Source: an optimization exercise on an open RTL-to-GDS flow (aim: small area). Production flows keep margins and buffers that such runs may drop. Function was checked by simulation only, so behaviour that the tests miss may differ from the original.

===== flow/run.sh =====
#!/bin/bash
# The standard layout, with each port buffered by the smallest buffer
# (buf_1) instead of the one buffer_ports picks by default.
set -euo pipefail
export BUFFER_PORTS_ARGS="-buffer_cell sky130_fd_sc_hd__buf_1"
bash standard.sh > standard.log 2>&1

===== standard.sh =====
#!/bin/bash
# synth_recipe.tcl (not shown) runs the flow's synth.tcl, then flattens the netlist and writes it again
# the make line also repeats each setting of config.mk as NAME=value (left out here)
make -C /OpenROAD-flow-scripts/flow DESIGN_CONFIG=/design/flow/config.mk WORK_HOME=/design/flow/orfs CLKGATE_MAP_FILE= SYNTH_SCRIPT=/design/flow/synth_recipe.tcl "${@:-finish}"

===== config.mk =====
export PLATFORM = sky130hd
export DESIGN_NAME = snakeArenaTop
export DESIGN_NICKNAME = snakeArenaTop
export VERILOG_FILES = /design/flow/design.v
export SDC_FILE = /design/flow/constraint.sdc
export NUM_CORES = 4
export LEC_CHECK = 0
export CAP_MARGIN = 20
export CORE_MARGIN = 2
export CORE_UTILIZATION = 40
export CTS_BUF_LIST = sky130_fd_sc_hd__clkbuf_4
export GPL_TIMING_DRIVEN = 0
export SLEW_MARGIN = 20
export SYNTH_HIERARCHICAL = 1

===== constraint.sdc =====
create_clock -name core_clock -period 14.0 [get_ports {vga_clk}]
set_input_delay 2.8000 -clock core_clock [delete_from_list [all_inputs] [get_ports {vga_clk}]]
set_output_delay 2.8000 -clock core_clock [all_outputs]
set_load 0.01 [all_outputs]

===== design.v =====
package snakeArenaPkg;
	typedef logic [9:0] coordT;
	typedef logic [1:0] healthT;
	typedef union packed {
		struct packed {
			logic [3:0] red;
			logic [3:0] green;
			logic [3:0] blue;
		} ch;
		logic [11:0] raw;
	} pixelColor;
	localparam int SPRITE_HALF = 12;
	localparam logic [11:0] TRANSPARENT_KEY = 12'hF0F;
	localparam int HEART_HALF = 8;
	localparam coordT HEART_ROW_Y = 10'd470;
	localparam int NUM_HEARTS = 3;
	localparam logic [29:0] HEART1_X = {10'd43, 10'd28, 10'd13};
	localparam logic [29:0] HEART2_X = {10'd627, 10'd612, 10'd597};
	localparam logic [11:0] HEART_COLOR = 12'hF00;
	localparam logic [11:0] VENOM_COLOR = 12'h000;
endpackage
`timescale 1ns/1ps
import snakeArenaPkg::*;
module spriteHitTest #(
	parameter int NUM_VENOMS = 3
) (
	input  snakeArenaPkg::coordT     drawX,
	input  snakeArenaPkg::coordT     drawY,
	input  snakeArenaPkg::coordT     snake1X,
	input  snakeArenaPkg::coordT     snake1Y,
	input  snakeArenaPkg::coordT     snake2X,
	input  snakeArenaPkg::coordT     snake2Y,
	input  logic [NUM_VENOMS*10-1:0]     venomX,
	input  logic [NUM_VENOMS*10-1:0]     venomY,
	input  logic [NUM_VENOMS*10-1:0]     venomR,
	input  logic [NUM_VENOMS-1:0] venomActive,
	input  snakeArenaPkg::pixelColor snake1Pixel,
	input  snakeArenaPkg::pixelColor snake2Pixel,
	output logic      snake1On,
	output logic      snake2On,
	output logic [NUM_VENOMS-1:0] venomOn
);
	snakeArenaPkg::coordT nx;
	snakeArenaPkg::coordT ny;
	assign nx = {~drawX[9:1], drawX[0]};
	assign ny = {~drawY[9:1], drawY[0]};
	logic s1x, s1y, s2x, s2y;
	headAxis i_s1x (.np(nx), .c(snake1X), .near(s1x));
	headAxis i_s1y (.np(ny), .c(snake1Y), .near(s1y));
	headAxis i_s2x (.np(nx), .c(snake2X), .near(s2x));
	headAxis i_s2y (.np(ny), .c(snake2Y), .near(s2y));
	assign snake1On = s1x && s1y && (snake1Pixel.raw != TRANSPARENT_KEY);
	assign snake2On = s2x && s2y && (snake2Pixel.raw != TRANSPARENT_KEY);
	for (genvar i = 0; i < NUM_VENOMS; i++) begin : gVenom
		logic hit;
		venomCircle i_circle (
			.nx(nx), .ny(ny),
			.cx(venomX[10*i +: 10]), .cy(venomY[10*i +: 10]), .r(venomR[10*i +: 10]),
			.hit(hit)
		);
		assign venomOn[i] = venomActive[i] && hit;
	end
endmodule
module xorCell (
	input  logic a,
	input  logic b,
	output logic y
);
	assign y = a ^ b;
endmodule
module ornCell (
	input  logic a,
	input  logic b,
	output logic y
);
	assign y = a | ~b;
endmodule
module headAxis (
	input  logic [9:0] np,
	input  logic [9:0] c,
	output logic       near
);
	logic [10:1] k;
	logic [9:0] d;
	logic neg;
	xorCell u_s0 (.a(c[0]), .b(np[0]), .y(d[0]));
	ornCell u_k1 (.a(c[0]), .b(np[0]), .y(k[1]));
	for (genvar i = 1; i < 10; i++) begin : gBit
		fullAdd u_fa (.a(c[i]), .b(np[i]), .c(k[i]), .s(d[i]), .co(k[i+1]));
	end
	assign neg = ~k[10];
	assign near = neg ? ((&d[9:4]) && (d[3:0] >= 4'd5)) :
		(~(|d[9:4]) && (d[3:0] <= 4'd12));
endmodule
module fullAdd (
	input  logic a,
	input  logic b,
	input  logic c,
	output logic s,
	output logic co
);
	assign s = a ^ b ^ c;
	assign co = (a & b) | (a & c) | (b & c);
endmodule
module norCell (
	input  logic a,
	input  logic b,
	output logic y
);
	assign y = ~(a | b);
endmodule
module nandCell (
	input  logic a,
	input  logic b,
	output logic y
);
	assign y = ~(a & b);
endmodule
module venomCircle (
	input  logic [9:0] nx,
	input  logic [9:0] ny,
	input  logic [9:0] cx,
	input  logic [9:0] cy,
	input  logic [9:0] r,
	output logic       hit
);
	logic [9:0] rn;
	assign rn = ~r;
	logic tx_1;
	logic kx_2;
	logic fs3;
	logic fc4;
	logic fs5;
	logic fc6;
	logic fs7;
	logic fc8;
	logic fs9;
	logic fc10;
	logic fs11;
	logic fc12;
	logic fs13;
	logic fc14;
	logic fs15;
	logic fc16;
	logic fs17;
	logic fc18;
	logic fs19;
	logic fc20;
	logic ty_21;
	logic ky_22;
	logic fs23;
	logic fc24;
	logic fs25;
	logic fc26;
	logic fs27;
	logic fc28;
	logic fs29;
	logic fc30;
	logic fs31;
	logic fc32;
	logic fs33;
	logic fc34;
	logic fs35;
	logic fc36;
	logic fs37;
	logic fc38;
	logic fs39;
	logic fc40;
	logic rp41;
	logic rp42;
	logic rp43;
	logic rp44;
	logic rp45;
	logic rp46;
	logic rp47;
	logic rp48;
	logic rp49;
	logic rp50;
	logic rp51;
	logic rp52;
	logic rp53;
	logic rp54;
	logic rp55;
	logic rp56;
	logic rp57;
	logic rp58;
	logic rp59;
	logic rp60;
	logic rp61;
	logic rp62;
	logic rp63;
	logic rp64;
	logic rp65;
	logic rp66;
	logic rp67;
	logic rp68;
	logic rp69;
	logic rp70;
	logic rp71;
	logic rp72;
	logic rp73;
	logic rp74;
	logic rp75;
	logic rp76;
	logic rp77;
	logic rp78;
	logic rp79;
	logic rp80;
	logic rp81;
	logic rp82;
	logic rp83;
	logic rp84;
	logic rp85;
	logic tnx_86;
	logic tnx_87;
	logic tnx_88;
	logic tnx_89;
	logic tnx_90;
	logic tnx_91;
	logic tnx_92;
	logic tnx_93;
	logic tnx_94;
	logic tnx_95;
	logic tp96;
	logic tp97;
	logic tp98;
	logic tp99;
	logic tp100;
	logic tp101;
	logic tp102;
	logic tp103;
	logic tp104;
	logic tp105;
	logic tp106;
	logic tp107;
	logic tp108;
	logic tp109;
	logic tp110;
	logic tp111;
	logic tp112;
	logic tp113;
	logic tp114;
	logic tp115;
	logic tp116;
	logic tp117;
	logic tp118;
	logic tp119;
	logic tp120;
	logic tp121;
	logic tp122;
	logic tp123;
	logic tp124;
	logic tp125;
	logic tp126;
	logic tp127;
	logic tp128;
	logic tp129;
	logic tp130;
	logic tp131;
	logic tp132;
	logic tp133;
	logic tp134;
	logic tp135;
	logic tp136;
	logic tp137;
	logic tp138;
	logic tp139;
	logic tp140;
	logic sp141;
	logic sp142;
	logic sp143;
	logic sp144;
	logic sp145;
	logic sp146;
	logic sp147;
	logic sp148;
	logic sp149;
	logic tny_150;
	logic tny_151;
	logic tny_152;
	logic tny_153;
	logic tny_154;
	logic tny_155;
	logic tny_156;
	logic tny_157;
	logic tny_158;
	logic tny_159;
	logic tp160;
	logic tp161;
	logic tp162;
	logic tp163;
	logic tp164;
	logic tp165;
	logic tp166;
	logic tp167;
	logic tp168;
	logic tp169;
	logic tp170;
	logic tp171;
	logic tp172;
	logic tp173;
	logic tp174;
	logic tp175;
	logic tp176;
	logic tp177;
	logic tp178;
	logic tp179;
	logic tp180;
	logic tp181;
	logic tp182;
	logic tp183;
	logic tp184;
	logic tp185;
	logic tp186;
	logic tp187;
	logic tp188;
	logic tp189;
	logic tp190;
	logic tp191;
	logic tp192;
	logic tp193;
	logic tp194;
	logic tp195;
	logic tp196;
	logic tp197;
	logic tp198;
	logic tp199;
	logic tp200;
	logic tp201;
	logic tp202;
	logic tp203;
	logic tp204;
	logic sp205;
	logic sp206;
	logic sp207;
	logic sp208;
	logic sp209;
	logic sp210;
	logic sp211;
	logic sp212;
	logic sp213;
	logic mc214;
	logic fs215;
	logic fc216;
	logic fs217;
	logic fc218;
	logic fs219;
	logic fc220;
	logic fs221;
	logic fc222;
	logic fs223;
	logic fc224;
	logic fs225;
	logic fc226;
	logic fs227;
	logic fc228;
	logic fs229;
	logic fc230;
	logic fs231;
	logic fc232;
	logic fs233;
	logic fc234;
	logic fs235;
	logic fc236;
	logic fs237;
	logic fc238;
	logic fs239;
	logic fc240;
	logic fs241;
	logic fc242;
	logic fs243;
	logic fc244;
	logic fs245;
	logic fc246;
	logic fs247;
	logic fc248;
	logic fs249;
	logic fc250;
	logic fs251;
	logic fc252;
	logic fs253;
	logic fc254;
	logic fs255;
	logic fc256;
	logic fs257;
	logic fc258;
	logic fs259;
	logic fc260;
	logic fs261;
	logic fc262;
	logic fs263;
	logic fc264;
	logic fs265;
	logic fc266;
	logic fs267;
	logic fc268;
	logic fs269;
	logic fc270;
	logic fs271;
	logic fc272;
	logic fs273;
	logic fc274;
	logic fs275;
	logic fc276;
	logic fs277;
	logic fc278;
	logic fs279;
	logic fc280;
	logic fs281;
	logic fc282;
	logic fs283;
	logic fc284;
	logic fs285;
	logic fc286;
	logic fs287;
	logic fc288;
	logic fs289;
	logic fc290;
	logic fs291;
	logic fc292;
	logic fs293;
	logic fc294;
	logic fs295;
	logic fc296;
	logic fs297;
	logic fc298;
	logic fs299;
	logic fc300;
	logic fs301;
	logic fc302;
	logic fs303;
	logic fc304;
	logic fs305;
	logic fc306;
	logic fs307;
	logic fc308;
	logic fs309;
	logic fc310;
	logic fs311;
	logic fc312;
	logic fs313;
	logic fc314;
	logic fs315;
	logic fc316;
	logic fs317;
	logic fc318;
	logic fs319;
	logic fc320;
	logic fs321;
	logic fc322;
	logic fs323;
	logic fc324;
	logic fs325;
	logic fc326;
	logic fs327;
	logic fc328;
	logic fs329;
	logic fc330;
	logic fs331;
	logic fc332;
	logic fs333;
	logic fc334;
	logic fs335;
	logic fc336;
	logic fs337;
	logic fc338;
	logic fs339;
	logic fc340;
	logic fs341;
	logic fc342;
	logic fs343;
	logic fc344;
	logic fs345;
	logic fc346;
	logic fs347;
	logic fc348;
	logic fs349;
	logic fc350;
	logic fs351;
	logic fc352;
	logic fs353;
	logic fc354;
	logic fs355;
	logic fc356;
	logic fs357;
	logic fc358;
	logic fs359;
	logic fc360;
	logic fs361;
	logic fc362;
	logic fs363;
	logic fc364;
	logic fs365;
	logic fc366;
	logic fs367;
	logic fc368;
	logic fs369;
	logic fc370;
	logic fs371;
	logic fc372;
	logic fs373;
	logic fc374;
	logic fs375;
	logic fc376;
	logic fs377;
	logic fc378;
	logic fs379;
	logic fc380;
	logic fs381;
	logic fc382;
	logic fs383;
	logic fc384;
	logic fs385;
	logic fc386;
	logic fs387;
	logic fc388;
	logic fs389;
	logic fc390;
	logic fs391;
	logic fc392;
	logic mc393;
	logic fs394;
	logic fc395;
	logic fs396;
	logic fc397;
	logic fs398;
	logic fc399;
	logic fs400;
	logic fc401;
	logic fs402;
	logic fc403;
	logic fs404;
	logic fc405;
	logic fs406;
	logic fc407;
	logic fs408;
	logic fc409;
	logic fs410;
	logic fc411;
	logic fs412;
	logic fc413;
	logic fs414;
	logic fc415;
	logic fs416;
	logic fc417;
	logic fs418;
	logic fc419;
	logic fs420;
	logic fc421;
	logic fs422;
	logic fc423;
	logic ac424;
	logic fs425;
	logic fc426;
	logic fs427;
	logic fc428;
	logic fs429;
	logic fc430;
	logic fs431;
	logic fc432;
	logic fs433;
	logic fc434;
	logic fs435;
	logic fc436;
	logic fs437;
	logic fc438;
	logic fs439;
	logic fc440;
	logic fs441;
	logic fc442;
	logic fs443;
	logic fc444;
	logic fs445;
	logic fc446;
	logic fs447;
	logic fc448;
	logic mc449;
	logic fs450;
	logic fc451;
	logic fs452;
	logic fc453;
	logic fs454;
	logic fc455;
	logic fs456;
	logic fc457;
	logic fs458;
	logic fc459;
	logic fs460;
	logic fc461;
	logic fs462;
	logic fc463;
	logic fs464;
	logic fc465;
	logic fs466;
	logic fc467;
	logic fs468;
	logic fc469;
	logic fs470;
	logic fc471;
	logic fs472;
	logic fc473;
	logic mc474;
	logic fs475;
	logic fc476;
	logic fs477;
	logic fc478;
	logic fs479;
	logic fc480;
	logic fs481;
	logic fc482;
	logic fs483;
	logic fc484;
	logic fs485;
	logic fc486;
	logic fs487;
	logic fc488;
	logic fs489;
	logic fc490;
	logic fs491;
	logic fc492;
	logic mc493;
	logic fs494;
	logic fc495;
	logic fs496;
	logic fc497;
	logic fs498;
	logic fc499;
	logic fs500;
	logic fc501;
	logic fs502;
	logic fc503;
	logic fs504;
	logic fc505;
	logic fs506;
	logic fc507;
	logic fs508;
	logic fc509;
	logic fs510;
	logic fc511;
	logic mc512;
	logic fs513;
	logic fc514;
	logic fs515;
	logic fc516;
	logic fs517;
	logic fc518;
	logic fs519;
	logic fc520;
	logic fs521;
	logic fc522;
	logic fs523;
	logic fc524;
	logic mc525;
	logic fs526;
	logic fc527;
	logic fs528;
	logic fc529;
	logic fs530;
	logic fc531;
	logic fs532;
	logic fc533;
	logic fs534;
	logic fc535;
	logic fs536;
	logic fc537;
	logic mc538;
	logic fs539;
	logic fc540;
	logic fs541;
	logic fc542;
	logic fs543;
	logic fc544;
	logic mc545;
	logic fs546;
	logic fc547;
	logic fs548;
	logic fc549;
	logic ac550;
	logic s551;
	xorCell u2s (.a(cx[0]), .b(nx[0]), .y(tx_1));
	ornCell u2k (.a(cx[0]), .b(nx[0]), .y(kx_2));
	fullAdd u4 (.a(cx[1]), .b(nx[1]), .c(kx_2), .s(fs3), .co(fc4));
	fullAdd u6 (.a(cx[2]), .b(nx[2]), .c(fc4), .s(fs5), .co(fc6));
	fullAdd u8 (.a(cx[3]), .b(nx[3]), .c(fc6), .s(fs7), .co(fc8));
	fullAdd u10 (.a(cx[4]), .b(nx[4]), .c(fc8), .s(fs9), .co(fc10));
	fullAdd u12 (.a(cx[5]), .b(nx[5]), .c(fc10), .s(fs11), .co(fc12));
	fullAdd u14 (.a(cx[6]), .b(nx[6]), .c(fc12), .s(fs13), .co(fc14));
	fullAdd u16 (.a(cx[7]), .b(nx[7]), .c(fc14), .s(fs15), .co(fc16));
	fullAdd u18 (.a(cx[8]), .b(nx[8]), .c(fc16), .s(fs17), .co(fc18));
	fullAdd u20 (.a(cx[9]), .b(nx[9]), .c(fc18), .s(fs19), .co(fc20));
	xorCell u22s (.a(cy[0]), .b(ny[0]), .y(ty_21));
	ornCell u22k (.a(cy[0]), .b(ny[0]), .y(ky_22));
	fullAdd u24 (.a(cy[1]), .b(ny[1]), .c(ky_22), .s(fs23), .co(fc24));
	fullAdd u26 (.a(cy[2]), .b(ny[2]), .c(fc24), .s(fs25), .co(fc26));
	fullAdd u28 (.a(cy[3]), .b(ny[3]), .c(fc26), .s(fs27), .co(fc28));
	fullAdd u30 (.a(cy[4]), .b(ny[4]), .c(fc28), .s(fs29), .co(fc30));
	fullAdd u32 (.a(cy[5]), .b(ny[5]), .c(fc30), .s(fs31), .co(fc32));
	fullAdd u34 (.a(cy[6]), .b(ny[6]), .c(fc32), .s(fs33), .co(fc34));
	fullAdd u36 (.a(cy[7]), .b(ny[7]), .c(fc34), .s(fs35), .co(fc36));
	fullAdd u38 (.a(cy[8]), .b(ny[8]), .c(fc36), .s(fs37), .co(fc38));
	fullAdd u40 (.a(cy[9]), .b(ny[9]), .c(fc38), .s(fs39), .co(fc40));
	norCell u41 (.a(rn[0]), .b(rn[1]), .y(rp41));
	norCell u42 (.a(rn[0]), .b(rn[2]), .y(rp42));
	norCell u43 (.a(rn[0]), .b(rn[3]), .y(rp43));
	norCell u44 (.a(rn[0]), .b(rn[4]), .y(rp44));
	norCell u45 (.a(rn[0]), .b(rn[5]), .y(rp45));
	norCell u46 (.a(rn[0]), .b(rn[6]), .y(rp46));
	norCell u47 (.a(rn[0]), .b(rn[7]), .y(rp47));
	norCell u48 (.a(rn[0]), .b(rn[8]), .y(rp48));
	norCell u49 (.a(rn[0]), .b(rn[9]), .y(rp49));
	norCell u50 (.a(rn[1]), .b(rn[2]), .y(rp50));
	norCell u51 (.a(rn[1]), .b(rn[3]), .y(rp51));
	norCell u52 (.a(rn[1]), .b(rn[4]), .y(rp52));
	norCell u53 (.a(rn[1]), .b(rn[5]), .y(rp53));
	norCell u54 (.a(rn[1]), .b(rn[6]), .y(rp54));
	norCell u55 (.a(rn[1]), .b(rn[7]), .y(rp55));
	norCell u56 (.a(rn[1]), .b(rn[8]), .y(rp56));
	norCell u57 (.a(rn[1]), .b(rn[9]), .y(rp57));
	norCell u58 (.a(rn[2]), .b(rn[3]), .y(rp58));
	norCell u59 (.a(rn[2]), .b(rn[4]), .y(rp59));
	norCell u60 (.a(rn[2]), .b(rn[5]), .y(rp60));
	norCell u61 (.a(rn[2]), .b(rn[6]), .y(rp61));
	norCell u62 (.a(rn[2]), .b(rn[7]), .y(rp62));
	norCell u63 (.a(rn[2]), .b(rn[8]), .y(rp63));
	norCell u64 (.a(rn[2]), .b(rn[9]), .y(rp64));
	norCell u65 (.a(rn[3]), .b(rn[4]), .y(rp65));
	norCell u66 (.a(rn[3]), .b(rn[5]), .y(rp66));
	norCell u67 (.a(rn[3]), .b(rn[6]), .y(rp67));
	norCell u68 (.a(rn[3]), .b(rn[7]), .y(rp68));
	norCell u69 (.a(rn[3]), .b(rn[8]), .y(rp69));
	norCell u70 (.a(rn[3]), .b(rn[9]), .y(rp70));
	norCell u71 (.a(rn[4]), .b(rn[5]), .y(rp71));
	norCell u72 (.a(rn[4]), .b(rn[6]), .y(rp72));
	norCell u73 (.a(rn[4]), .b(rn[7]), .y(rp73));
	norCell u74 (.a(rn[4]), .b(rn[8]), .y(rp74));
	norCell u75 (.a(rn[4]), .b(rn[9]), .y(rp75));
	norCell u76 (.a(rn[5]), .b(rn[6]), .y(rp76));
	norCell u77 (.a(rn[5]), .b(rn[7]), .y(rp77));
	norCell u78 (.a(rn[5]), .b(rn[8]), .y(rp78));
	norCell u79 (.a(rn[5]), .b(rn[9]), .y(rp79));
	norCell u80 (.a(rn[6]), .b(rn[7]), .y(rp80));
	norCell u81 (.a(rn[6]), .b(rn[8]), .y(rp81));
	norCell u82 (.a(rn[6]), .b(rn[9]), .y(rp82));
	norCell u83 (.a(rn[7]), .b(rn[8]), .y(rp83));
	norCell u84 (.a(rn[7]), .b(rn[9]), .y(rp84));
	norCell u85 (.a(rn[8]), .b(rn[9]), .y(rp85));
	assign tnx_86 = ~tx_1;
	assign tnx_87 = ~fs3;
	assign tnx_88 = ~fs5;
	assign tnx_89 = ~fs7;
	assign tnx_90 = ~fs9;
	assign tnx_91 = ~fs11;
	assign tnx_92 = ~fs13;
	assign tnx_93 = ~fs15;
	assign tnx_94 = ~fs17;
	assign tnx_95 = ~fs19;
	nandCell u96 (.a(tx_1), .b(fs3), .y(tp96));
	nandCell u97 (.a(tx_1), .b(fs5), .y(tp97));
	nandCell u98 (.a(tx_1), .b(fs7), .y(tp98));
	nandCell u99 (.a(tx_1), .b(fs9), .y(tp99));
	nandCell u100 (.a(tx_1), .b(fs11), .y(tp100));
	nandCell u101 (.a(tx_1), .b(fs13), .y(tp101));
	nandCell u102 (.a(tx_1), .b(fs15), .y(tp102));
	nandCell u103 (.a(tx_1), .b(fs17), .y(tp103));
	nandCell u104 (.a(tx_1), .b(fs19), .y(tp104));
	nandCell u105 (.a(fs3), .b(fs5), .y(tp105));
	nandCell u106 (.a(fs3), .b(fs7), .y(tp106));
	nandCell u107 (.a(fs3), .b(fs9), .y(tp107));
	nandCell u108 (.a(fs3), .b(fs11), .y(tp108));
	nandCell u109 (.a(fs3), .b(fs13), .y(tp109));
	nandCell u110 (.a(fs3), .b(fs15), .y(tp110));
	nandCell u111 (.a(fs3), .b(fs17), .y(tp111));
	nandCell u112 (.a(fs3), .b(fs19), .y(tp112));
	nandCell u113 (.a(fs5), .b(fs7), .y(tp113));
	nandCell u114 (.a(fs5), .b(fs9), .y(tp114));
	nandCell u115 (.a(fs5), .b(fs11), .y(tp115));
	nandCell u116 (.a(fs5), .b(fs13), .y(tp116));
	nandCell u117 (.a(fs5), .b(fs15), .y(tp117));
	nandCell u118 (.a(fs5), .b(fs17), .y(tp118));
	nandCell u119 (.a(fs5), .b(fs19), .y(tp119));
	nandCell u120 (.a(fs7), .b(fs9), .y(tp120));
	nandCell u121 (.a(fs7), .b(fs11), .y(tp121));
	nandCell u122 (.a(fs7), .b(fs13), .y(tp122));
	nandCell u123 (.a(fs7), .b(fs15), .y(tp123));
	nandCell u124 (.a(fs7), .b(fs17), .y(tp124));
	nandCell u125 (.a(fs7), .b(fs19), .y(tp125));
	nandCell u126 (.a(fs9), .b(fs11), .y(tp126));
	nandCell u127 (.a(fs9), .b(fs13), .y(tp127));
	nandCell u128 (.a(fs9), .b(fs15), .y(tp128));
	nandCell u129 (.a(fs9), .b(fs17), .y(tp129));
	nandCell u130 (.a(fs9), .b(fs19), .y(tp130));
	nandCell u131 (.a(fs11), .b(fs13), .y(tp131));
	nandCell u132 (.a(fs11), .b(fs15), .y(tp132));
	nandCell u133 (.a(fs11), .b(fs17), .y(tp133));
	nandCell u134 (.a(fs11), .b(fs19), .y(tp134));
	nandCell u135 (.a(fs13), .b(fs15), .y(tp135));
	nandCell u136 (.a(fs13), .b(fs17), .y(tp136));
	nandCell u137 (.a(fs13), .b(fs19), .y(tp137));
	nandCell u138 (.a(fs15), .b(fs17), .y(tp138));
	nandCell u139 (.a(fs15), .b(fs19), .y(tp139));
	nandCell u140 (.a(fs17), .b(fs19), .y(tp140));
	norCell u141 (.a(fc20), .b(tnx_86), .y(sp141));
	norCell u142 (.a(fc20), .b(tnx_87), .y(sp142));
	norCell u143 (.a(fc20), .b(tnx_88), .y(sp143));
	norCell u144 (.a(fc20), .b(tnx_89), .y(sp144));
	norCell u145 (.a(fc20), .b(tnx_90), .y(sp145));
	norCell u146 (.a(fc20), .b(tnx_91), .y(sp146));
	norCell u147 (.a(fc20), .b(tnx_92), .y(sp147));
	norCell u148 (.a(fc20), .b(tnx_93), .y(sp148));
	norCell u149 (.a(fc20), .b(tnx_94), .y(sp149));
	assign tny_150 = ~ty_21;
	assign tny_151 = ~fs23;
	assign tny_152 = ~fs25;
	assign tny_153 = ~fs27;
	assign tny_154 = ~fs29;
	assign tny_155 = ~fs31;
	assign tny_156 = ~fs33;
	assign tny_157 = ~fs35;
	assign tny_158 = ~fs37;
	assign tny_159 = ~fs39;
	nandCell u160 (.a(ty_21), .b(fs23), .y(tp160));
	nandCell u161 (.a(ty_21), .b(fs25), .y(tp161));
	nandCell u162 (.a(ty_21), .b(fs27), .y(tp162));
	nandCell u163 (.a(ty_21), .b(fs29), .y(tp163));
	nandCell u164 (.a(ty_21), .b(fs31), .y(tp164));
	nandCell u165 (.a(ty_21), .b(fs33), .y(tp165));
	nandCell u166 (.a(ty_21), .b(fs35), .y(tp166));
	nandCell u167 (.a(ty_21), .b(fs37), .y(tp167));
	nandCell u168 (.a(ty_21), .b(fs39), .y(tp168));
	nandCell u169 (.a(fs23), .b(fs25), .y(tp169));
	nandCell u170 (.a(fs23), .b(fs27), .y(tp170));
	nandCell u171 (.a(fs23), .b(fs29), .y(tp171));
	nandCell u172 (.a(fs23), .b(fs31), .y(tp172));
	nandCell u173 (.a(fs23), .b(fs33), .y(tp173));
	nandCell u174 (.a(fs23), .b(fs35), .y(tp174));
	nandCell u175 (.a(fs23), .b(fs37), .y(tp175));
	nandCell u176 (.a(fs23), .b(fs39), .y(tp176));
	nandCell u177 (.a(fs25), .b(fs27), .y(tp177));
	nandCell u178 (.a(fs25), .b(fs29), .y(tp178));
	nandCell u179 (.a(fs25), .b(fs31), .y(tp179));
	nandCell u180 (.a(fs25), .b(fs33), .y(tp180));
	nandCell u181 (.a(fs25), .b(fs35), .y(tp181));
	nandCell u182 (.a(fs25), .b(fs37), .y(tp182));
	nandCell u183 (.a(fs25), .b(fs39), .y(tp183));
	nandCell u184 (.a(fs27), .b(fs29), .y(tp184));
	nandCell u185 (.a(fs27), .b(fs31), .y(tp185));
	nandCell u186 (.a(fs27), .b(fs33), .y(tp186));
	nandCell u187 (.a(fs27), .b(fs35), .y(tp187));
	nandCell u188 (.a(fs27), .b(fs37), .y(tp188));
	nandCell u189 (.a(fs27), .b(fs39), .y(tp189));
	nandCell u190 (.a(fs29), .b(fs31), .y(tp190));
	nandCell u191 (.a(fs29), .b(fs33), .y(tp191));
	nandCell u192 (.a(fs29), .b(fs35), .y(tp192));
	nandCell u193 (.a(fs29), .b(fs37), .y(tp193));
	nandCell u194 (.a(fs29), .b(fs39), .y(tp194));
	nandCell u195 (.a(fs31), .b(fs33), .y(tp195));
	nandCell u196 (.a(fs31), .b(fs35), .y(tp196));
	nandCell u197 (.a(fs31), .b(fs37), .y(tp197));
	nandCell u198 (.a(fs31), .b(fs39), .y(tp198));
	nandCell u199 (.a(fs33), .b(fs35), .y(tp199));
	nandCell u200 (.a(fs33), .b(fs37), .y(tp200));
	nandCell u201 (.a(fs33), .b(fs39), .y(tp201));
	nandCell u202 (.a(fs35), .b(fs37), .y(tp202));
	nandCell u203 (.a(fs35), .b(fs39), .y(tp203));
	nandCell u204 (.a(fs37), .b(fs39), .y(tp204));
	norCell u205 (.a(fc40), .b(tny_150), .y(sp205));
	norCell u206 (.a(fc40), .b(tny_151), .y(sp206));
	norCell u207 (.a(fc40), .b(tny_152), .y(sp207));
	norCell u208 (.a(fc40), .b(tny_153), .y(sp208));
	norCell u209 (.a(fc40), .b(tny_154), .y(sp209));
	norCell u210 (.a(fc40), .b(tny_155), .y(sp210));
	norCell u211 (.a(fc40), .b(tny_156), .y(sp211));
	norCell u212 (.a(fc40), .b(tny_157), .y(sp212));
	norCell u213 (.a(fc40), .b(tny_158), .y(sp213));
	assign mc214 = (r[0] & tnx_86) | (r[0] & tny_150) | (tnx_86 & tny_150);
	fullAdd u216 (.a(r[1]), .b(rp41), .c(mc214), .s(fs215), .co(fc216));
	fullAdd u218 (.a(tnx_87), .b(tny_151), .c(tp96), .s(fs217), .co(fc218));
	fullAdd u220 (.a(tp160), .b(fs215), .c(fs217), .s(fs219), .co(fc220));
	fullAdd u222 (.a(rp42), .b(fc216), .c(tp97), .s(fs221), .co(fc222));
	fullAdd u224 (.a(tp161), .b(fc218), .c(fc220), .s(fs223), .co(fc224));
	fullAdd u226 (.a(fs219), .b(fs221), .c(fs223), .s(fs225), .co(fc226));
	fullAdd u228 (.a(r[2]), .b(rp43), .c(rp50), .s(fs227), .co(fc228));
	fullAdd u230 (.a(fs227), .b(tnx_88), .c(tny_152), .s(fs229), .co(fc230));
	fullAdd u232 (.a(tp105), .b(tp169), .c(fs229), .s(fs231), .co(fc232));
	fullAdd u234 (.a(tp98), .b(tp162), .c(fc222), .s(fs233), .co(fc234));
	fullAdd u236 (.a(fs231), .b(fc224), .c(fs233), .s(fs235), .co(fc236));
	fullAdd u238 (.a(fc226), .b(fs225), .c(fs235), .s(fs237), .co(fc238));
	fullAdd u240 (.a(rp44), .b(rp51), .c(fc228), .s(fs239), .co(fc240));
	fullAdd u242 (.a(fs239), .b(fc230), .c(tp106), .s(fs241), .co(fc242));
	fullAdd u244 (.a(tp170), .b(fc232), .c(tp99), .s(fs243), .co(fc244));
	fullAdd u246 (.a(tp163), .b(fc234), .c(fs241), .s(fs245), .co(fc246));
	fullAdd u248 (.a(fc236), .b(fs243), .c(fs245), .s(fs247), .co(fc248));
	fullAdd u250 (.a(fc238), .b(fs237), .c(fs247), .s(fs249), .co(fc250));
	fullAdd u252 (.a(r[3]), .b(rp45), .c(rp52), .s(fs251), .co(fc252));
	fullAdd u254 (.a(rp58), .b(fs251), .c(fc240), .s(fs253), .co(fc254));
	fullAdd u256 (.a(fs253), .b(tnx_89), .c(tny_153), .s(fs255), .co(fc256));
	fullAdd u258 (.a(tp113), .b(tp177), .c(fs255), .s(fs257), .co(fc258));
	fullAdd u260 (.a(tp107), .b(tp171), .c(fc242), .s(fs259), .co(fc260));
	fullAdd u262 (.a(fs257), .b(tp100), .c(tp164), .s(fs261), .co(fc262));
	fullAdd u264 (.a(fc244), .b(fc246), .c(fs259), .s(fs263), .co(fc264));
	fullAdd u266 (.a(fc248), .b(fs261), .c(fs263), .s(fs265), .co(fc266));
	fullAdd u268 (.a(fc250), .b(fs249), .c(fs265), .s(fs267), .co(fc268));
	fullAdd u270 (.a(rp46), .b(rp53), .c(rp59), .s(fs269), .co(fc270));
	fullAdd u272 (.a(fc252), .b(fs269), .c(fc254), .s(fs271), .co(fc272));
	fullAdd u274 (.a(fs271), .b(fc256), .c(tp114), .s(fs273), .co(fc274));
	fullAdd u276 (.a(tp178), .b(fc258), .c(tp108), .s(fs275), .co(fc276));
	fullAdd u278 (.a(tp172), .b(fc260), .c(fs273), .s(fs277), .co(fc278));
	fullAdd u280 (.a(tp101), .b(tp165), .c(fc262), .s(fs279), .co(fc280));
	fullAdd u282 (.a(fc264), .b(fs275), .c(fs277), .s(fs281), .co(fc282));
	fullAdd u284 (.a(fc266), .b(fs279), .c(fs281), .s(fs283), .co(fc284));
	fullAdd u286 (.a(fc268), .b(fs267), .c(fs283), .s(fs285), .co(fc286));
	fullAdd u288 (.a(r[4]), .b(rp47), .c(rp54), .s(fs287), .co(fc288));
	fullAdd u290 (.a(rp60), .b(rp65), .c(fc270), .s(fs289), .co(fc290));
	fullAdd u292 (.a(fs287), .b(fs289), .c(fc272), .s(fs291), .co(fc292));
	fullAdd u294 (.a(tnx_90), .b(tny_154), .c(tp120), .s(fs293), .co(fc294));
	fullAdd u296 (.a(tp184), .b(fs291), .c(tp115), .s(fs295), .co(fc296));
	fullAdd u298 (.a(tp179), .b(fc274), .c(fs293), .s(fs297), .co(fc298));
	fullAdd u300 (.a(tp109), .b(tp173), .c(fc276), .s(fs299), .co(fc300));
	fullAdd u302 (.a(fc278), .b(fs295), .c(fs297), .s(fs301), .co(fc302));
	fullAdd u304 (.a(tp102), .b(tp166), .c(fc280), .s(fs303), .co(fc304));
	fullAdd u306 (.a(fc282), .b(fs299), .c(fs301), .s(fs305), .co(fc306));
	fullAdd u308 (.a(fc284), .b(fs303), .c(fs305), .s(fs307), .co(fc308));
	fullAdd u310 (.a(fc286), .b(fs285), .c(fs307), .s(fs309), .co(fc310));
	fullAdd u312 (.a(rp48), .b(rp55), .c(rp61), .s(fs311), .co(fc312));
	fullAdd u314 (.a(rp66), .b(fc288), .c(fs311), .s(fs313), .co(fc314));
	fullAdd u316 (.a(fc290), .b(fs313), .c(fc292), .s(fs315), .co(fc316));
	fullAdd u318 (.a(tp121), .b(tp185), .c(fc294), .s(fs317), .co(fc318));
	fullAdd u320 (.a(fs315), .b(tp116), .c(tp180), .s(fs319), .co(fc320));
	fullAdd u322 (.a(fc296), .b(fc298), .c(fs317), .s(fs321), .co(fc322));
	fullAdd u324 (.a(tp110), .b(tp174), .c(fc300), .s(fs323), .co(fc324));
	fullAdd u326 (.a(fc302), .b(fs319), .c(fs321), .s(fs325), .co(fc326));
	fullAdd u328 (.a(tp103), .b(tp167), .c(fc304), .s(fs327), .co(fc328));
	fullAdd u330 (.a(fc306), .b(fs323), .c(fs325), .s(fs329), .co(fc330));
	fullAdd u332 (.a(fc308), .b(fs327), .c(fs329), .s(fs331), .co(fc332));
	fullAdd u334 (.a(fc310), .b(fs309), .c(fs331), .s(fs333), .co(fc334));
	fullAdd u336 (.a(r[5]), .b(rp49), .c(rp56), .s(fs335), .co(fc336));
	fullAdd u338 (.a(rp62), .b(rp67), .c(rp71), .s(fs337), .co(fc338));
	fullAdd u340 (.a(fc312), .b(fs335), .c(fs337), .s(fs339), .co(fc340));
	fullAdd u342 (.a(fc314), .b(fs339), .c(tnx_91), .s(fs341), .co(fc342));
	fullAdd u344 (.a(tny_155), .b(tp126), .c(tp190), .s(fs343), .co(fc344));
	fullAdd u346 (.a(fc316), .b(fs341), .c(tp122), .s(fs345), .co(fc346));
	fullAdd u348 (.a(tp186), .b(fc318), .c(fs343), .s(fs347), .co(fc348));
	fullAdd u350 (.a(tp117), .b(tp181), .c(fc320), .s(fs349), .co(fc350));
	fullAdd u352 (.a(fc322), .b(fs345), .c(fs347), .s(fs351), .co(fc352));
	fullAdd u354 (.a(tp111), .b(tp175), .c(fc324), .s(fs353), .co(fc354));
	fullAdd u356 (.a(fc326), .b(fs349), .c(fs351), .s(fs355), .co(fc356));
	fullAdd u358 (.a(tp104), .b(tp168), .c(fc328), .s(fs357), .co(fc358));
	fullAdd u360 (.a(fc330), .b(fs353), .c(fs355), .s(fs359), .co(fc360));
	fullAdd u362 (.a(fc332), .b(fs357), .c(fs359), .s(fs361), .co(fc362));
	fullAdd u364 (.a(fc334), .b(fs333), .c(fs361), .s(fs363), .co(fc364));
	fullAdd u366 (.a(rp57), .b(rp63), .c(rp68), .s(fs365), .co(fc366));
	fullAdd u368 (.a(rp72), .b(fc336), .c(fc338), .s(fs367), .co(fc368));
	fullAdd u370 (.a(fs365), .b(fc340), .c(fs367), .s(fs369), .co(fc370));
	fullAdd u372 (.a(fs369), .b(fc342), .c(tp127), .s(fs371), .co(fc372));
	fullAdd u374 (.a(tp191), .b(fc344), .c(tp123), .s(fs373), .co(fc374));
	fullAdd u376 (.a(tp187), .b(fc346), .c(fc348), .s(fs375), .co(fc376));
	fullAdd u378 (.a(fs371), .b(tp118), .c(tp182), .s(fs377), .co(fc378));
	fullAdd u380 (.a(fc350), .b(fc352), .c(fs373), .s(fs379), .co(fc380));
	fullAdd u382 (.a(fs375), .b(tp112), .c(sp141), .s(fs381), .co(fc382));
	fullAdd u384 (.a(tp176), .b(sp205), .c(fc354), .s(fs383), .co(fc384));
	fullAdd u386 (.a(fc356), .b(fs377), .c(fs379), .s(fs385), .co(fc386));
	fullAdd u388 (.a(fc358), .b(fc360), .c(fs381), .s(fs387), .co(fc388));
	fullAdd u390 (.a(fs383), .b(fs385), .c(fc362), .s(fs389), .co(fc390));
	fullAdd u392 (.a(fs387), .b(fc364), .c(fs363), .s(fs391), .co(fc392));
	assign mc393 = fs389 | fs391;
	fullAdd u395 (.a(r[6]), .b(rp64), .c(rp69), .s(fs394), .co(fc395));
	fullAdd u397 (.a(rp73), .b(rp76), .c(fc366), .s(fs396), .co(fc397));
	fullAdd u399 (.a(fs394), .b(fc368), .c(fs396), .s(fs398), .co(fc399));
	fullAdd u401 (.a(fc370), .b(fs398), .c(tnx_92), .s(fs400), .co(fc401));
	fullAdd u403 (.a(tny_156), .b(tp131), .c(tp195), .s(fs402), .co(fc403));
	fullAdd u405 (.a(fs400), .b(tp128), .c(tp192), .s(fs404), .co(fc405));
	fullAdd u407 (.a(fc372), .b(fs402), .c(tp124), .s(fs406), .co(fc407));
	fullAdd u409 (.a(tp188), .b(fc374), .c(fc376), .s(fs408), .co(fc409));
	fullAdd u411 (.a(fs404), .b(tp119), .c(sp142), .s(fs410), .co(fc411));
	fullAdd u413 (.a(tp183), .b(sp206), .c(fc378), .s(fs412), .co(fc413));
	fullAdd u415 (.a(fc380), .b(fs406), .c(fs408), .s(fs414), .co(fc415));
	fullAdd u417 (.a(fc382), .b(fc384), .c(fc386), .s(fs416), .co(fc417));
	fullAdd u419 (.a(fs410), .b(fs412), .c(fs414), .s(fs418), .co(fc419));
	fullAdd u421 (.a(fc388), .b(fs416), .c(fs418), .s(fs420), .co(fc421));
	fullAdd u423 (.a(fc390), .b(fs420), .c(fc392), .s(fs422), .co(fc423));
	assign ac424 = mc393 & fs422;
	fullAdd u426 (.a(rp70), .b(rp74), .c(rp77), .s(fs425), .co(fc426));
	fullAdd u428 (.a(fc395), .b(fs425), .c(fc397), .s(fs427), .co(fc428));
	fullAdd u430 (.a(fc399), .b(fs427), .c(fc401), .s(fs429), .co(fc430));
	fullAdd u432 (.a(tp132), .b(tp196), .c(fc403), .s(fs431), .co(fc432));
	fullAdd u434 (.a(fs429), .b(tp129), .c(tp193), .s(fs433), .co(fc434));
	fullAdd u436 (.a(fc405), .b(fs431), .c(tp125), .s(fs435), .co(fc436));
	fullAdd u438 (.a(sp143), .b(tp189), .c(sp207), .s(fs437), .co(fc438));
	fullAdd u440 (.a(fc407), .b(fc409), .c(fs433), .s(fs439), .co(fc440));
	fullAdd u442 (.a(fc411), .b(fc413), .c(fc415), .s(fs441), .co(fc442));
	fullAdd u444 (.a(fs435), .b(fs437), .c(fs439), .s(fs443), .co(fc444));
	fullAdd u446 (.a(fc417), .b(fc419), .c(fs441), .s(fs445), .co(fc446));
	fullAdd u448 (.a(fs443), .b(fc421), .c(fs445), .s(fs447), .co(fc448));
	assign mc449 = (fs447 & fc423) | (fs447 & ac424) | (fc423 & ac424);
	fullAdd u451 (.a(r[7]), .b(rp75), .c(rp78), .s(fs450), .co(fc451));
	fullAdd u453 (.a(rp80), .b(fc426), .c(fs450), .s(fs452), .co(fc453));
	fullAdd u455 (.a(fs452), .b(fc428), .c(tnx_93), .s(fs454), .co(fc455));
	fullAdd u457 (.a(tny_157), .b(tp135), .c(tp199), .s(fs456), .co(fc457));
	fullAdd u459 (.a(fc430), .b(fs454), .c(tp133), .s(fs458), .co(fc459));
	fullAdd u461 (.a(tp197), .b(fc432), .c(fs456), .s(fs460), .co(fc461));
	fullAdd u463 (.a(tp130), .b(sp144), .c(tp194), .s(fs462), .co(fc463));
	fullAdd u465 (.a(sp208), .b(fc434), .c(fs458), .s(fs464), .co(fc465));
	fullAdd u467 (.a(fs460), .b(fc436), .c(fc438), .s(fs466), .co(fc467));
	fullAdd u469 (.a(fc440), .b(fs462), .c(fs464), .s(fs468), .co(fc469));
	fullAdd u471 (.a(fc442), .b(fc444), .c(fs466), .s(fs470), .co(fc471));
	fullAdd u473 (.a(fs468), .b(fc446), .c(fs470), .s(fs472), .co(fc473));
	assign mc474 = (fc448 & fs472) | (fc448 & mc449) | (fs472 & mc449);
	fullAdd u476 (.a(rp79), .b(rp81), .c(fc451), .s(fs475), .co(fc476));
	fullAdd u478 (.a(fc453), .b(fs475), .c(fc455), .s(fs477), .co(fc478));
	fullAdd u480 (.a(tp136), .b(tp200), .c(fc457), .s(fs479), .co(fc480));
	fullAdd u482 (.a(fs477), .b(tp134), .c(sp145), .s(fs481), .co(fc482));
	fullAdd u484 (.a(tp198), .b(sp209), .c(fc459), .s(fs483), .co(fc484));
	fullAdd u486 (.a(fc461), .b(fs479), .c(fc463), .s(fs485), .co(fc486));
	fullAdd u488 (.a(fc465), .b(fs481), .c(fs483), .s(fs487), .co(fc488));
	fullAdd u490 (.a(fc467), .b(fc469), .c(fs485), .s(fs489), .co(fc490));
	fullAdd u492 (.a(fs487), .b(fc471), .c(fs489), .s(fs491), .co(fc492));
	assign mc493 = (fc473 & fs491) | (fc473 & mc474) | (fs491 & mc474);
	fullAdd u495 (.a(r[8]), .b(rp82), .c(rp83), .s(fs494), .co(fc495));
	fullAdd u497 (.a(fs494), .b(fc476), .c(tnx_94), .s(fs496), .co(fc497));
	fullAdd u499 (.a(tny_158), .b(tp138), .c(tp202), .s(fs498), .co(fc499));
	fullAdd u501 (.a(fc478), .b(fs496), .c(tp137), .s(fs500), .co(fc501));
	fullAdd u503 (.a(sp146), .b(tp201), .c(sp210), .s(fs502), .co(fc503));
	fullAdd u505 (.a(fc480), .b(fs498), .c(fc482), .s(fs504), .co(fc505));
	fullAdd u507 (.a(fc484), .b(fs500), .c(fs502), .s(fs506), .co(fc507));
	fullAdd u509 (.a(fc486), .b(fc488), .c(fs504), .s(fs508), .co(fc509));
	fullAdd u511 (.a(fs506), .b(fc490), .c(fs508), .s(fs510), .co(fc511));
	assign mc512 = (fc492 & fs510) | (fc492 & mc493) | (fs510 & mc493);
	fullAdd u514 (.a(rp84), .b(fc495), .c(fc497), .s(fs513), .co(fc514));
	fullAdd u516 (.a(tp139), .b(sp147), .c(tp203), .s(fs515), .co(fc516));
	fullAdd u518 (.a(sp211), .b(fc499), .c(fs513), .s(fs517), .co(fc518));
	fullAdd u520 (.a(fc501), .b(fc503), .c(fs515), .s(fs519), .co(fc520));
	fullAdd u522 (.a(fs517), .b(fc505), .c(fc507), .s(fs521), .co(fc522));
	fullAdd u524 (.a(fs519), .b(fc509), .c(fs521), .s(fs523), .co(fc524));
	assign mc525 = (fc511 & fs523) | (fc511 & mc512) | (fs523 & mc512);
	fullAdd u527 (.a(r[9]), .b(rp85), .c(tnx_95), .s(fs526), .co(fc527));
	fullAdd u529 (.a(tny_159), .b(tp140), .c(sp148), .s(fs528), .co(fc529));
	fullAdd u531 (.a(tp204), .b(sp212), .c(fc514), .s(fs530), .co(fc531));
	fullAdd u533 (.a(fs526), .b(fc516), .c(fs528), .s(fs532), .co(fc533));
	fullAdd u535 (.a(fc518), .b(fs530), .c(fc520), .s(fs534), .co(fc535));
	fullAdd u537 (.a(fs532), .b(fc522), .c(fs534), .s(fs536), .co(fc537));
	assign mc538 = (fc524 & fs536) | (fc524 & mc525) | (fs536 & mc525);
	fullAdd u540 (.a(sp149), .b(sp213), .c(fc527), .s(fs539), .co(fc540));
	fullAdd u542 (.a(fc529), .b(fc531), .c(fs539), .s(fs541), .co(fc542));
	fullAdd u544 (.a(fc533), .b(fs541), .c(fc535), .s(fs543), .co(fc544));
	assign mc545 = (fc537 & fs543) | (fc537 & mc538) | (fs543 & mc538);
	fullAdd u547 (.a(~((~fc20 & ~fs19))), .b(~((~fc40 & ~fs39))), .c(fc540), .s(fs546), .co(fc547));
	fullAdd u549 (.a(fc542), .b(fs546), .c(fc544), .s(fs548), .co(fc549));
	assign ac550 = fs548 & mc545;
	assign s551 = 1'b1 ^ fc547 ^ fc549 ^ ac550;
	assign hit = s551;
endmodule
`timescale 1ns/1ps
import snakeArenaPkg::*;
module healthTracker #(
	parameter int MAX_HEALTH = 3
) (
	input  snakeArenaPkg::coordT  drawX,
	input  snakeArenaPkg::coordT  drawY,
	input  logic   snake2On,
	input  logic   venomOn,
	input  logic   hitLatch,
	input  snakeArenaPkg::healthT snake2Health,
	input  logic   snake1Won,
	output logic   hitLatchNext,
	output snakeArenaPkg::healthT snake2HealthNext,
	output logic   snake1WonNext
);
	logic frameStart;
	logic lose;
	assign frameStart = ~(|drawX) & ~(|drawY);
	assign hitLatchNext = (snake2On & venomOn) | (hitLatch & ~frameStart);
	assign lose = frameStart & hitLatch & (snake2Health[1] | snake2Health[0]);
	assign snake2HealthNext[0] = snake2Health[0] ^ lose;
	assign snake2HealthNext[1] = snake2Health[1] ^ (lose & ~snake2Health[0]);
	assign snake1WonNext = snake1Won | (lose & snake2Health[0] & ~snake2Health[1]);
endmodule
`timescale 1ns/1ps
import snakeArenaPkg::*;
module heartOverlay #(
	parameter int MAX_HEALTH = 3
) (
	input  snakeArenaPkg::coordT  drawX,
	input  snakeArenaPkg::coordT  drawY,
	input  snakeArenaPkg::healthT snake2Health,
	output logic   heartOn
);
	logic rowOn;
	logic p1On;
	logic p2On;
	logic [5:0] xl;
	assign rowOn = (drawY[9:5] == 5'b01110) && (drawY[4:0] >= 5'd14) && (drawY[4:0] != 5'd31);
	assign xl = drawX[5:0];
	assign p1On = (drawX[9:6] == 4'd0) && (xl >= 6'd5) && (xl <= 6'd51);
	assign p2On = (drawX[9:6] == 4'd9) && (xl <= 6'd59) && (
		(snake2Health == 2'd3) ? (xl >= 6'd13) :
		(snake2Health == 2'd2) ? (xl >= 6'd28) :
		(snake2Health == 2'd1) ? (xl >= 6'd43) : 1'b0);
	assign heartOn = rowOn && (p1On || p2On);
endmodule
`timescale 1ns/1ps
import snakeArenaPkg::*;
module pixelCompositor (
	input  logic       blank,
	input  snakeArenaPkg::pixelColor  bgPixel,
	input  snakeArenaPkg::pixelColor  snake1Pixel,
	input  snakeArenaPkg::pixelColor  snake2Pixel,
	input  logic       snake1On,
	input  logic       snake2On,
	input  logic       venomOn,
	input  logic       heartOn,
	output snakeArenaPkg::pixelColor  nextPix
);
	logic use1, use2, useBg;
	logic passN;
	logic heartN;
	logic [11:0] selN;
	assign use1 = snake1On;
	assign use2 = ~snake1On & snake2On;
	assign useBg = ~snake1On & ~snake2On;
	assign passN = ~blank | heartOn | venomOn;
	assign heartN = ~(blank & heartOn);
	for (genvar b = 0; b < 12; b++) begin : gBit
		pixSel i_sel (
			.e1(use1), .e2(use2), .e3(useBg),
			.a(snake1Pixel.raw[b]), .b(snake2Pixel.raw[b]), .c(bgPixel.raw[b]),
			.yN(selN[b])
		);
		if (HEART_COLOR[b]) begin : gRed
			assign nextPix.raw[b] = ~((selN[b] | passN) & heartN);
		end else begin : gOther
			assign nextPix.raw[b] = ~(selN[b] | passN);
		end
	end
endmodule
module pixSel (
	input  logic e1,
	input  logic e2,
	input  logic e3,
	input  logic a,
	input  logic b,
	input  logic c,
	output logic yN
);
	assign yN = ~((e1 & a) | (e2 & b) | (e3 & c));
endmodule
`timescale 1ns/1ps
import snakeArenaPkg::*;
module snakeArenaTop #(
	parameter int NUM_VENOMS = 3,
	parameter int MAX_HEALTH = 3
) (
	input  logic       vga_clk,
	input  logic       rstN,
	input  snakeArenaPkg::coordT      drawX,
	input  snakeArenaPkg::coordT      drawY,
	input  logic       blank,
	input  snakeArenaPkg::coordT      snake1X,
	input  snakeArenaPkg::coordT      snake1Y,
	input  snakeArenaPkg::coordT      snake2X,
	input  snakeArenaPkg::coordT      snake2Y,
	input  logic [NUM_VENOMS*10-1:0]      venomX,
	input  logic [NUM_VENOMS*10-1:0]      venomY,
	input  logic [NUM_VENOMS*10-1:0]      venomR,
	input  logic [NUM_VENOMS-1:0] venomActive,
	input  snakeArenaPkg::pixelColor  bgPixel,
	input  snakeArenaPkg::pixelColor  snake1Pixel,
	input  snakeArenaPkg::pixelColor  snake2Pixel,
	output logic [3:0] red,
	output logic [3:0] green,
	output logic [3:0] blue,
	output snakeArenaPkg::healthT     snake2Health,
	output logic       snake1Won
);
	logic snake1On;
	logic snake2On;
	logic [NUM_VENOMS-1:0] venomOn;
	logic heartOn;
	spriteHitTest #(
		.NUM_VENOMS(NUM_VENOMS)
	) i_spriteHitTest (
		.drawX(drawX), .drawY(drawY),
		.snake1X(snake1X), .snake1Y(snake1Y),
		.snake2X(snake2X), .snake2Y(snake2Y),
		.venomX(venomX), .venomY(venomY), .venomR(venomR),
		.venomActive(venomActive),
		.snake1Pixel(snake1Pixel), .snake2Pixel(snake2Pixel),
		.snake1On(snake1On), .snake2On(snake2On), .venomOn(venomOn)
	);
	logic anyVenom;
	assign anyVenom = |venomOn;
	logic hitLatch;
	logic hitLatchNext;
	snakeArenaPkg::healthT snake2HealthNext;
	logic snake1WonNext;
	healthTracker #(
		.MAX_HEALTH(MAX_HEALTH)
	) i_healthTracker (
		.drawX(drawX), .drawY(drawY),
		.snake2On(snake2On), .venomOn(anyVenom),
		.hitLatch(hitLatch), .snake2Health(snake2Health), .snake1Won(snake1Won),
		.hitLatchNext(hitLatchNext), .snake2HealthNext(snake2HealthNext),
		.snake1WonNext(snake1WonNext)
	);
	always_ff @(posedge vga_clk or negedge rstN) begin
		if (!rstN) begin
			hitLatch <= 1'b0;
			snake2Health <= snakeArenaPkg::healthT'(MAX_HEALTH);
			snake1Won <= 1'b0;
		end else begin
			hitLatch <= hitLatchNext;
			snake2Health <= snake2HealthNext;
			snake1Won <= snake1WonNext;
		end
	end
	heartOverlay #(
		.MAX_HEALTH(MAX_HEALTH)
	) i_heartOverlay (
		.drawX(drawX), .drawY(drawY),
		.snake2Health(snake2Health), .heartOn(heartOn)
	);
	snakeArenaPkg::pixelColor nextPix;
	snakeArenaPkg::pixelColor outPix;
	pixelCompositor i_pixelCompositor (
		.blank(blank),
		.bgPixel(bgPixel), .snake1Pixel(snake1Pixel), .snake2Pixel(snake2Pixel),
		.snake1On(snake1On), .snake2On(snake2On), .venomOn(anyVenom), .heartOn(heartOn),
		.nextPix(nextPix)
	);
	always_ff @(posedge vga_clk or negedge rstN) begin
		if (!rstN) begin
			outPix.raw <= '0;
		end else begin
			outPix <= nextPix;
		end
	end
	assign red = outPix.ch.red;
	assign green = outPix.ch.green;
	assign blue = outPix.ch.blue;
endmodule

==> results.cfg, run 1 <==
[placed_design]
dp_hpwl_um = 38600
place.gp.congestion = 0.875
post_dp_cell_area_sq_um = 17100
portBuffers = 206
place_ws_ns = 0.578

[timing]
fin_tns_setup_ns = 0
setup_viol = 0
fmax_mhz = 76.7
hold_viol_final = 0
rsz0062_at_grt = no
worst_pin_slew_ns = 0.968
finalCriticalPeriod_ns = 13.04
maxSlewHeadroom_pct = 35.3
skew_ns = 0.00693
min_period_over_period_pct = 93.1
drv_slew = 0
setup_ws_ns = 0.964

[die]
die_h_um = 202
start_util_pct = 40.6
row_count = 72
coreArea_sq_um = 38600
die_area_sq_um = 40800
die_w_um = 202
pin_count = 207

[setup_path]
cp_num_buf_inv = 3
crit_type = in -> reg
reg2reg_depth = 7
slowest_delay_ns = 0.71
critPathCaptureType = register
worstPathArrival_ns = 13.25
worstSetupStartpointType = input port
critical_path.most_common_cell = fa_1
cp_max_fo = 12
rr_startpoint = snake2Health[0]$_DFF_PN1_
required_ns = 14.22
cp_slowest_cell = xor2_1
worstSetupStartpoint = drawY[0]
reg2reg_slack_ns = 12.12
rr_endpoint = outPix[3]$_DFF_PN0_
cp_top_family = adder cells

[detailed_routing]
firstDrtPassIters = 7
viasPerCell = 5.35
drc = 0
routed_wl_um = 43900
via_count = 11280
postRouteAntennaNets = 0
drtIter0Drc = 607
wl_per_cell_um = 20.8

[min_path]
hold_end = snake1Won$_DFF_PN0_
worstHoldStart = snake1Won$_DFF_PN0_
worstHoldPathType = reg -> reg
hold_path_depth = 1

[layout]
fillCellCount = 3766
insertedDiodeCount = 0
layout_common_cells = fa_1, nand2_1, nor2_1
drive_above_1_share_pct = 2.32
layout.nets = 2366
fin_area_sq_um = 17100
layout_commonest_cell = fa_1
syn2layout_area_growth_pct = 9.24

[clock_network]
cts_hold_buffers = 0
cts.path.max_buffers = 2
cts.sinks = 16
worstSkewPairLatency_ns = 0.28
cts_tree = built
cts_setup_buffers = 0
path_clk_slew_ns = 0.10
cts_htree_levels = 1
cts-buffers-inserted = 3
cts-resized-gates = 0
cts_root_buf = clkbuf_4

[job]
max_cap_violations = 0

[synth]
synth-seq-cells = 16
syn-num-nets = 2155
synth_ff_type = dfrtp_1
syn_avg_cell_area_sq_um = 11.3
ys.warnings.count = 7
syn_area_sq_um = 15700
syn-instance-count = 1382
synth_seq_area_share_pct = 2.57
synth_cell_types = 52
synth_edf_count = 0
synthArstFlopShare_pct = 100

[grt]
grt_max_degree = 17
grt_usage_pct = 23.0
grt_pass1_vias = 13122
grt_pass1_wl_um = 71400
antenna_found_initial = 2
grt_overflow = 0

[run_status]
outcome = timing/DRC/antenna clean
==> cells in the mapped netlist, types with 3 or more instances <==
library cell	number	area [sq um]
maj3_2	3	33.8
a211oi_1	3	22.5
inv_1	112	420
nand4_1	5	31.3
or3_1	5	31.3
a21oi_1	9	45.0
a211o_1	4	35.0
a22oi_1	3	22.5
nand3_1	6	30.0
o21ai_2	4	35.0
a21o_1	3	22.5
nand2_1	281	1050
or4b_1	4	40.0
and4b_2	4	45.0
o21ai_0	15	75.1
nor2_1	207	777
o211ai_1	4	30.0
nand2b_1	11	68.8
and2_1	3	18.8
dfrtp_1	14	350
maj3_1	3	30.0
nor3_1	3	15.0
a2111o_1	3	33.8
nand4b_1	4	35.0
o22ai_1	3	18.8
or2_2	9	56.3
fa_1	579	11600
xor2_1	14	123
nor2_2	7	43.8
a221oi_1	3	26.3
nor4_1	3	18.8
o21a_1	12	90.1
o2111ai_1	3	26.3
a222oi_1	12	120
==> flip-flops by register name, summed over array words and instances (netlist names) <==
register      count
snake1Won         1
snake2Health      2
outPix           12
hitLatch          1
==> final cells by class <==
class / instances / area, sq um / area share [%]
flip-flops and latches: 16 / 403 / 2.35
multi-input cells: 1253 / 14800 / 86.7
inverters: 112 / 420 / 2.46
plain buffers: 1 / 11.3 / 0.0658
well taps: 518 / 648 / 3.79
clock inverters: 1 / 3.75 / 0.0219
repair buffers: 206 / 774 / 4.52
clock buffers: 3 / 22.5 / 0.132
==> modules after synthesis, one instance, submodules excluded, excerpt <==
| module | area, sq um | flops+latches | cells |
|---|---|---|---|
| headAxis | 62.6 | 0 | 8 |
| norCell | 3.75 | 0 | 1 |
| fullAdd | 20.0 | 0 | 1 |
| pixSel | 10.0 | 0 | 1 |
| nandCell | 3.75 | 0 | 1 |
| pixelCompositor | 130 | 0 | 20 |
==> logic make-up (layout without fill, tap and decap cells) <==
kind of cell	Yosys count	in the layout	share of synthesized area (%)
fa+ha+maj	587	587	74.5
buf+inv	113	323	2.75
xor+xnor	14	14	0.782
compound gates	86	86	4.14
mux	1	1	0.0639
simple gates	565	565	15.2
flops	16	16	2.57
==> routing by layer <==
metal,up-vias,routed length (um),GRT usage [%]
met2,351,23000,40.9
li1,4701,-,-
met3,63,2240,2.05
met4,4,943,4.25
met1,6161,17700,31.0
met5,-,28,0
==> how the worst max path moves through the flow <==
stage | end | slack, ns | cells past startpoint
2_1_floorplan | outPix[0]$_DFF_PN0_ | 2.28 | 25
3_3_place_gp | outPix[2]$_DFF_PN0_ | 0.41 | 26
3_5_place_dp | outPix[3]$_DFF_PN0_ | 0.58 | 26
4_1_cts | outPix[3]$_DFF_PN0_ | 0.87 | 26
5_1_grt | outPix[6]$_DFF_PN0_ | 0.44 | 26
6_report | outPix[3]$_DFF_PN0_ | 0.96 | 26
==> per-stage QoR <==
stage / std cells / util [%] / hold WS (ns)
CTS: 2110 / 44.3 / 0.492
detailed placement: 2106 / 44.2 / 0.472
global route: 2110 / 44.3 / 0.512
global placement: 2106 / 44.2 / 0.469
floorplan: 1382 / - / 0.493
finish: 2110 / 44.3 / 0.489
==> inputs of run 2 (changes only) <==
==> run.sh (new file) <==
#!/bin/bash
# synth_recipe.tcl (not shown) runs the flow's synth.tcl, then flattens the netlist and writes it again
# the make line also repeats each setting of config.mk as NAME=value (left out here)
make -C /OpenROAD-flow-scripts/flow DESIGN_CONFIG=/design/flow/config.mk WORK_HOME=/design/flow/orfs CLKGATE_MAP_FILE= SYNTH_SCRIPT=/design/flow/synth_recipe.tcl finish
removed: flow/run.sh
removed: standard.sh
==> run 2 against run 1 <==
  * Still clean
  * Routed wire length up 1.4%
  * Synthesized cell count unchanged
  * Sequential share of layout area shrank 0.17 points
  * Largest cell class unchanged
==> results.cfg, run 2 <==
[synth]
syn_area_sq_um = 15700
syn-instance-count = 1382
syn-num-nets = 2155
synth_top_cell_area_share_pct = 74.0
synthTopCellsByCount = fa_1, nand2_1, nor2_1
synthArstFlopShare_pct = 100
syn_avg_cell_area_sq_um = 11.3
synth_top_cell_by_area = fa_1
synth_most_common_cell = fa_1
synth-seq-cells = 16
synth_area_leaders = fa_1, nand2_1, nor2_1, inv_1, dfrtp_1
ys.warnings.count = 7
synth_edf_count = 0
synth_ff_type = dfrtp_1
synth_seq_area_share_pct = 2.57
synth_cell_types = 52

[layout]
seq_area_sq_um = 403
multiInputGateArea_sq_um = 14800
layout_commonest_cell = fa_1
syn2layout_area_growth_pct = 17.6
final_util_pct = 47.7
largest_register_ffs = 12
layout.nets = 2366
regMostFlops = outPix
reg_top3 = outPix (12), snake2Health (2)
fillCellCount = 3593
layout_common_cells = fa_1, nand2_1, nor2_1
drive_above_1_share_pct = 2.39

[clock_network]
cts_root_buf = clkbuf_4
cts_hold_buffers = 0
path_clk_slew_ns = 0.10
cts.path.max_buffers = 2
worstSkewPairLatency_ns = 0.28
cts-buffers-inserted = 3
cts-resized-gates = 0
cts_htree_levels = 1
cts.sinks = 16
cts_setup_buffers = 0
cts_tree = built

[grt]
grt_overflow = 0
grt_max_degree = 17
grt_pass1_vias = 13184
grt_usage_pct = 23.1
grt_pass1_wl_um = 71700
antenna_found_initial = 9

[placed_design]
dp_hpwl_um = 38900
portBuffers = 206
place.gp.congestion = 0.887

[timing]
setup_viol = 0
min_period_over_period_pct = 96.6
fin_hold_ws_ns = 0.465
skew_ns = 0.000814
hold_viol_final = 0
maxSlewHeadroom_pct = 25.4
rsz0062_at_grt = no
finalCriticalPeriod_ns = 13.53
fmax_mhz = 73.9
fin_tns_setup_ns = 0
worst_pin_slew_ns = 1.12
drv_slew = 0

[setup_path]
cp_top_family = adder cells
critical_path.most_common_cell = fa_1
cp_max_fo = 13
slowest_delay_ns = 0.99
worstPathArrival_ns = 13.75
required_ns = 14.22
worstSetupStartpointType = input port
crit_type = in -> reg
cp_num_buf_inv = 3
cp_slowest_cell = clkdlybuf4s50_1
critPathCaptureType = register

[run_status]
outcome = timing/DRC/antenna clean

[detailed_routing]
via_count = 11234
drtIter0Drc = 582
drc = 0
viasPerCell = 5.32
postRouteAntennaNets = 0
firstDrtPassIters = 5
wl_per_cell_um = 21.1
routed_wl_um = 44600

[die]
die_h_um = 202
pin_count = 207
die_w_um = 202
row_count = 72
start_util_pct = 40.6
coreArea_sq_um = 38600
die_area_sq_um = 40800

[job]
max_cap_violations = 0

[min_path]
worstHoldPathType = reg -> reg
run 2: through the flow:
step | cells | worst slack (ns) | cell area [sq um]
after detailed placement | 2106 | 0.0560 | 18400
after global routing | 2110 | 0.0114 | 18400
after floorplan | 1382 | 2.28 | 15700
after global placement | 2106 | 0.0616 | 18400
after CTS | 2110 | 0.323 | 18400
final | 2113 | 0.470 | 18400
run 2: worst paths after layout:
| kind | startpoint | endpoint | slack (ns) | cells past startpoint |
|---|---|---|---|---|
| min in group asynchronous | rstN | outPix[2]$_DFF_PN0_ | 2.96 | 1 |
| setup / recovery | drawX[0] | outPix[2]$_DFF_PN0_ | 0.47 | 26 |
| hold reg to reg | snake1Won$_DFF_PN0_ | snake1Won$_DFF_PN0_ | 0.47 | 1 |
| max in group asynchronous | rstN | outPix[9]$_DFF_PN0_ | 10.56 | 1 |
| setup reg to reg | snake2Health[0]$_DFF_PN1_ | outPix[2]$_DFF_PN0_ | 12.13 | 7 |
| hold / removal | snake1Won$_DFF_PN0_ | snake1Won$_DFF_PN0_ | 0.47 | 1 |
run 2: final cells by class:
cell class,count,area share [%]
multi-input combinational,1253,80.6
inverter,112,2.28
antenna,3,0.0407
buffer,1,0.0611
timing repair buffer,206,11.2
clock buffer,4,0.163
sequential,16,2.19
tap,518,3.52
run 2: metal layers:
metal	routed length [um]	up-vias	track usage, %	part of all wire [%]
li1	-	4718	-	-
met1	16700	6061	29.1	37
met2	23000	372	40.6	52
met3	3490	71	4.95	7.8
met4	1360	12	5.91	3.1
met5	69	-	0	0.15
run 2: logic make-up after synthesis:
group	Yosys count	share of synthesized area, %
buf+inv	113	2.75
xor+xnor	14	0.782
mux	1	0.0639
simple gates	565	15.2
compound gates	86	4.14
flops	16	2.57
fa+ha+maj	587	74.5
run 2: worst register-to-register path, cell delays in order, from the launching register on:
cell and delay, ns:
dfstp_2 0.60, nor2_1 0.05, and3_1 0.19, nor3_2 0.18
o2111a_1 0.35, or3b_1 0.17, buf_6 0.16, nor2_2 0.05
run 2: Yosys stat by module, one instance, submodules excluded, excerpt:
module	cells inside	times used	flops+latches	area, sq um
headAxis	8	4	0	62.6
ornCell	1	10	0	6.26
fullAdd	1	579	0	20.0
snakeArenaTop	17	1	16	409
norCell	1	189	0	3.75
xorCell	1	10	0	8.76
nandCell	1	270	0	3.75

static timing again, ports no longer ideal:
How much do the figures lean on ideal ports? The routed layouts below were timed once more, with nothing changed but the port constraints.
Step 1, drivers: a clkbuf_16 drives vga_clk and a buf_2 each remaining input, both assumed.
Step 2 also shifts input and output timing later by t, the mid clock arrival at the registers, as if the neighbouring blocks saw the same clock.
a / b / c = ideal / step 1 / step 2; a / b = the first two.
| run | shift t [ns] | setup slack, ns | worst slew at a driven data input, ns |
|---|---|---|---|
| run 1 | 0.303 | 0.964 / 0.958 / 0.655 | 0.10 |
| run 2 | 0.306 | 0.470 / 0.462 / 0.156 | 0.12 |
After both steps every run listed still meets setup and hold. The setup slack of run 2, which loses most, moves by -0.008 ns with the drivers and by -0.314 ns with both steps.
